This design comes from an exercise in tuning for small area, a short achievable clock period and few clock cycles per item on the open sky130 flow, not from production work. Only simulation tests tie the RTL to the original design; equivalence was not proved.

==> inputs of branch xenon <==
==> flow/design.v (excerpt) <==
module ntt_core (
    input  logic  clk,
    input  logic  reset,
    input  logic  load_w,
    input  logic  load_data,
    input  logic  start,
    input  ntt_pkg::coef_t din,
    output logic  done,
    output logic  dout_valid,
    output ntt_pkg::coef_t dout
);
export LEC_CHECK = 0
export CAP_MARGIN = 20
export CORE_MARGIN = 2
export CORE_UTILIZATION = 40
export CTS_CLUSTER_DIAMETER = 150
export CTS_CLUSTER_SIZE = 20
export SLEW_MARGIN = 20
create_clock -name core_clock -period 95.0 [get_ports {clk}]
standard.sh (not shown) runs the stock make flow with config.mk's settings and CLKGATE_MAP_FILE= SYNTH_SCRIPT=/design/flow/synth_recipe.tcl, a recipe that flattens the netlist after the stock synthesis.
==> flow/flow/run.sh <==
#!/bin/bash
set -euo pipefail
cd "$(dirname "$0")/.."
bash standard.sh "BUFFER_PORTS_ARGS=-buffer_cell sky130_fd_sc_hd__buf_2" finish > make_finish.log 2>&1
==> branch raven (differences from branch xenon) <==
--- a/flow/design.v
+++ b/flow/design.v
@@ -50,18 +50,17 @@
     assign acc_s   = idle_r && !cw_r && !cd_r && cs_r && ((ph == 6'd17) || (ph == 6'd18));
     assign acc_any = acc_w || acc_d || acc_s;
     logic loading;      
     logic idle;
     assign loading = acc_d || ((ph >= 6'd2) && (ph <= 6'd16));
     assign idle    = !acc_any && !lw_act && !loading && !started;
     logic proceed;      
     logic tx;
-    assign proceed = (ph == 6'd18) && (started || acc_s)
-                     && ((spec_ok && !rc_act) || (rc_act && rc == 4'd8 && rc_ok && tw_ready));
+    assign proceed = (ph == 6'd18) && (started || acc_s) && spec_ok && !rc_act;
     assign tx      = ((ph >= 6'd19) && (ph <= 6'd39)) || proceed;
     logic        n_lw_act, n_cv_act, n_tw_ready, n_started, n_spec_ok, n_rc_act, n_rc_ok;
     logic [3:0]  n_lw_cnt, n_rc;
     logic [4:0]  n_cv_cnt;
     logic [5:0]  n_ph;
     always_comb begin
         n_lw_act = lw_act; n_lw_cnt = lw_cnt; n_cv_act = cv_act; n_cv_cnt = cv_cnt;
         n_tw_ready = tw_ready; n_ph = ph; n_started = started; n_spec_ok = spec_ok;
@@ -130,19 +129,19 @@
         d_oside = o[0];
         f = n_ph - 6'd20;
         d_at18 = 1'b0;
         d_iss = 1'b0; d_kind = K_NONE; d_idx = 3'd0; d_tw = 3'd1; d_usec = 1'b0;
         d_osrc = 2'd0; d_uv = 2'd0; d_vv = 2'd0; d_sub = 1'b1; d_mside = 1'b0;
         if (n_cv_act && (n_cv_cnt >= 5'd10) && (n_cv_cnt <= 5'd16)) begin
             d_iss = 1'b1; d_kind = K_TW; d_idx = 3'(n_cv_cnt - 5'd9); d_tw = 3'(n_cv_cnt - 5'd9);
             d_usec = 1'b1;
-        end else if (n_rc_act && n_rc <= 4'd7) begin
+        end else if (n_rc_act) begin
             d_osrc = 2'd1; d_sub = 1'b0;
-            if (n_rc != 4'd0 && n_tw_ready) begin
+            if (n_rc != 4'd0 && n_rc <= 4'd7 && n_tw_ready) begin
                 d_iss = 1'b1; d_kind = K_BP; d_idx = n_rc[2:0]; d_tw = n_rc[2:0];
             end
         end else if (n_ph >= 6'd10 && n_ph <= 6'd17) begin
             if (n_ph != 6'd10 && n_tw_ready) begin
                 d_iss = 1'b1; d_kind = K_BP; d_idx = 3'(n_ph - 6'd10); d_tw = 3'(n_ph - 6'd10);
             end
         end else if ((n_ph == 6'd18 || n_run) && n_ph <= 6'd21) begin
             d_osrc = 2'd2; d_uv = n_ph[0] ? 2'd1 : 2'd0; d_vv = 2'd0; d_sub = 1'b0;
@@ -205,103 +204,72 @@
                     2'd2:    op_v = vsel(c_mside, 3);
                     default: op_v = '0;
                 endcase
             end
         endcase
     end
     assign op_a = 19'(op_u + (op_v ^ {20{c_sub}}) + 20'(c_sub) + (c_bl0 ? 20'(qq) : 20'({qq, 2'b00})));
     logic [34:0] mm_t;               
-    logic [18:0] mm_x;
-    logic [15:0] mm_w;
-    logic [34:0] mm_p;
-    assign mm_x = c_usec ? 19'(dout) : op_a;
-    assign mm_w = tw[c_tw];
-    logic [20:0] mm_x3;
-    assign mm_x3 = {2'b0, mm_x} + {1'b0, mm_x, 1'b0};
-    always_comb begin : mult
-        logic [20:0] row;
-        mm_p = '0;
-        for (int j = 0; j < 8; j++) begin
-            case (mm_w[2*j +: 2])
-                2'd0:    row = '0;
-                2'd1:    row = {2'b0, mm_x};
-                2'd2:    row = {1'b0, mm_x, 1'b0};
-                default: row = mm_x3;
-            endcase
-            mm_p = mm_p + (35'(row) << (2*j));
-        end
-    end
     logic [23:0] mm_u;               
     logic        mm_va, mm_vb;
     logic [1:0]  mm_ka, mm_kb;
     logic [2:0]  mm_ia, mm_ib;
     logic [15:0] mm_r;               
     logic [16:0] mm_f;               
-    logic        [17:0] t_sum;       
-    logic signed [17:0] t_dif;       
-    assign t_sum = bl[mm_ib[1:0]] + {2'b0, mm_r};
-    assign t_dif = signed'(bl[mm_ib[1:0]]) - signed'({2'b0, mm_r});
     logic [11:0] qh;
     assign qh = qq[15:4];
-    logic [13:0] qh3;
-    assign qh3 = {2'b0, qh} + {1'b0, qh, 1'b0};
-    function automatic logic [13:0] qsel(input logic [1:0] d);
-        case (d)
-            2'd0:    qsel = '0;
-            2'd1:    qsel = {2'b0, qh};
-            2'd2:    qsel = {1'b0, qh, 1'b0};
-            default: qsel = qh3;
-        endcase
-    endfunction
-    function automatic logic [20:0] mstep(input logic [24:0] u);
-        logic [3:0] m;
-        m = 4'(-u[3:0]);
-        mstep = 21'(u[24:4]) + 21'(u[3:0] != 4'd0) + 21'(qsel(m[1:0])) + 21'({qsel(m[3:2]), 2'b0});
-    endfunction
-    logic [16:0] ub1, ub2, ub3;
+    logic [20:0] ub;
+    logic [3:0]  mbq;
     logic [23:0] vb;
     always_comb begin : mont_b
-        ub1 = 17'(mstep(25'(mm_t[19:0])));
-        ub2 = 17'(mstep(25'(ub1)));
-        ub3 = 17'(mstep(25'(ub2)));
-        vb  = 24'(ub3) + {1'b0, mm_t[34:20], 8'b0};
+        ub = {1'b0, mm_t[19:0]};
+        for (int i = 0; i < 3; i++) begin
+            mbq = 4'(-ub[3:0]);
+            ub = 21'(ub[20:4]) + 21'(ub[3:0] != 4'd0) + 21'(mbq * qh);
+        end
+        vb = 24'(ub[16:0]) + {1'b0, mm_t[34:20], 8'b0};
     end
-    logic [19:0] uc4;
-    logic [16:0] uc5;
+    logic [23:0] uc;
+    logic [3:0]  mcq;
     logic [17:0] rd;
     always_comb begin : mont_c
-        uc4 = 20'(mstep(25'(mm_u)));
-        uc5 = 17'(mstep(25'(uc4)));
-        mm_f = uc5;
-        rd = {1'b0, uc5} - {2'b0, qq};
-        mm_r = rd[17] ? uc5[15:0] : rd[15:0];
+        uc = mm_u;
+        for (int i = 0; i < 2; i++) begin
+            mcq = 4'(-uc[3:0]);
+            uc = 24'(uc[23:4]) + 24'(uc[3:0] != 4'd0) + 24'(mcq * qh);
+        end
+        mm_f = uc[16:0];
+        rd = {1'b0, uc[16:0]} - {2'b0, qq};
+        mm_r = rd[17] ? uc[15:0] : rd[15:0];
     end
     logic signed [20:0] o_e1, o_e2, o_f1, o_f2;
-    logic signed [20:0] x_n, x_r;
+    logic [21:0] x_n;
+    logic [21:0] x_r;
     always_comb begin
         o_e1 = c_om[0] ? 21'(vsel(c_oside, 4)) : 21'(vsel(c_oside, 0));
         o_e2 = c_om[0] ? 21'(vsel(c_oside, 6)) : 21'(vsel(c_oside, 2));
         o_f1 = c_f0 ? 21'(vsel(c_oside, 1)) : 21'(mm_f);
         o_f2 = c_f0 ? 21'(vsel(c_oside, 3)) : 21'(0);
-        x_n  = o_e1 + (o_e2 ^ {21{c_om[1]}}) + (o_f1 ^ {21{c_oneg}}) + (o_f2 ^ {21{c_oneg}})
-               + 21'(c_om[1]) + 21'({c_oneg, 1'b0});
+        x_n  = 22'(22'(o_e1) + (22'(o_e2) ^ {22{c_om[1]}}) + (22'(o_f1) ^ {22{c_oneg}})
+                   + (22'(o_f2) ^ {22{c_oneg}}) + 22'({qq, 4'b0000})
+                   + 22'(c_om[1]) + 22'({c_oneg, 1'b0}));
     end
     function automatic logic [21:0] csub(input logic [21:0] u, input logic [21:0] k);
         logic [22:0] d;
         d = {1'b0, u} - {1'b0, k};
         csub = d[22] ? u : d[21:0];
     endfunction
-    logic signed [20:0] red_in;
+    logic [21:0] red_in;
     logic [15:0] red_out;
-    assign red_in = c_conv ? signed'({1'b0, dout, 4'b0}) : x_r;
+    assign red_in = c_conv ? {2'b0, dout, 4'b0} : x_r;
     always_comb begin : red5
         logic [21:0] u;
-        u = 22'(red_in[20] ? 20'(red_in) + {qq, 4'b0} : 20'(red_in));
-        u = csub({2'b0, u[19:0]}, {3'b0, qq, 3'b0});
+        u = csub(red_in, {2'b0, qq, 4'b0});
+        u = csub({1'b0, u[20:0]}, {3'b0, qq, 3'b0});
         u = csub({2'b0, u[19:0]}, {4'b0, qq, 2'b0});
         u = csub({3'b0, u[18:0]}, {5'b0, qq, 1'b0});
         u = csub({4'b0, u[17:0]}, {6'b0, qq});
         red_out = u[15:0];
     end
     always_ff @(posedge clk or posedge reset) begin
         if (reset) begin
             cw_r <= 1'b0; cd_r <= 1'b0; cs_r <= 1'b0; idle_r <= 1'b0;
@@ -318,39 +286,35 @@
             lw_act <= n_lw_act; lw_cnt <= n_lw_cnt; cv_act <= n_cv_act; cv_cnt <= n_cv_cnt;
             tw_ready <= n_tw_ready; ph <= n_ph; started <= n_started; spec_ok <= n_spec_ok;
             rc_act <= n_rc_act; rc <= n_rc; rc_ok <= n_rc_ok;
             mm_va <= c_iss && (!c_at18 || proceed) && !acc_w && !acc_d;
             mm_vb <= mm_va && !acc_w && !acc_d;
         end
     end
     always_ff @(posedge clk) begin
-        mm_t  <= mm_p;
+        mm_t  <= (c_usec ? 19'(dout) : op_a) * tw[c_tw];
         mm_ka <= c_kind; mm_ia <= c_idx;
         mm_u  <= vb;
         mm_kb <= mm_ka; mm_ib <= mm_ia;
         x_r   <= x_n;
         if (mm_vb) begin
             case (mm_kb)
+                K_TW: tw[mm_ib] <= mm_r;
                 K_BP: begin
-                    for (int j = 0; j < 4; j++) begin
-                        if (mm_ib[1:0] == 2'(j)) begin
-                            if (!mm_ib[2]) bl[j] <= {2'b0, mm_r};
-                            else begin
-                                bl[j]     <= (j == 0) ? t_sum : {1'b0, t_sum[16:0]};
-                                bh[j + 4] <= (j == 0) ? t_dif : {t_dif[16], t_dif[16:0]};
-                            end
-                        end
+                    if (mm_ib <= 3'd3) bl[mm_ib[1:0]] <= {2'b0, mm_r};
+                    else begin
+                        bl[mm_ib[1:0]] <= bl[mm_ib[1:0]] + {2'b0, mm_r};
+                        bh[mm_ib]      <= signed'(bl[mm_ib[1:0]]) - signed'({2'b0, mm_r});
                     end
                 end
                 default: ;
             endcase
         end
         if (lw_act && lw_cnt <= 4'd8) tw[3'(lw_cnt - 4'd1)] <= din;
-        else if (mm_vb && mm_kb == K_TW) tw[mm_ib] <= mm_r;
         if (lw_act && lw_cnt == 4'd9) q_r <= din;
         if (lw_act && lw_cnt == 4'd9) dout <= 16'd1;
         else if (c_conv || c_out) dout <= red_out;
         if (c_load || acc_d) begin
             sl[0] <= signed'({1'b0, din});
             for (int k = 1; k < 8; k++) sl[k] <= sl[k - 1];
             sm[8] <= 18'(sl[7]);
             for (int k = 9; k < 12; k++) sm[k] <= sm[k - 1];
CTS_CLUSTER_DIAMETER = not set   (was 150)
CTS_CLUSTER_SIZE = not set   (was 20)
==> notes <==
In branch xenon the clock skew is lower than in branch raven, by 9.1 ps.
In branch raven the register-to-register slack is lower than in branch xenon, by 2200 ps.
Of branch xenon and branch raven, branch raven has the higher synthesized cell count (gap about 6%, measured against branch raven).
Against branch xenon, the final cell count of branch raven is higher by about 8%.
Final area: branch raven is higher than branch xenon (about 11%).
In critical path depth, branch xenon and branch raven do not differ.
Against branch xenon, the routed wire length of branch raven is larger by 9.2%.
Against branch raven, the synthesized area of branch xenon is smaller by about 8%.
Of branch raven and branch xenon, branch raven has the higher clock-buffer cell count (gap 35).
Testbench counts of branch xenon, summed over its fixed seeds: cycles 5,280, items 128.
Testbench counts of branch raven, summed over its fixed seeds: cycles 5,296, items 128.

## port drivers added, routing unchanged
Ports are ideal in the flow. The routed layouts listed here were re-timed in OpenROAD. Step 1 assumes that a clkbuf_16 drives the clock port and a buf_2 every other input. Step 2 moves the port delays by t, midway between the first and last clock arrival at a register: inputs arrive t later, outputs are due t later. That takes back most of the time a late clock gives input paths. Slacks: ideal ports / drivers / drivers and shift; pairs: ideal ports / drivers.
run | shift t [ns] | setup WS [ns] | worst hold slack (ns) | worst register clock-pin slew, ns
branch xenon | 0.732 | 74.698 / 74.624 / 75.152 | 0.331 / 0.331 / 0.331 | 0.10 / 0.10
branch raven | 0.770 | 74.697 / 74.617 / 75.241 | 0.327 / 0.327 / 0.327 | 0.07 / 0.07
After both steps every run listed still meets setup and hold.
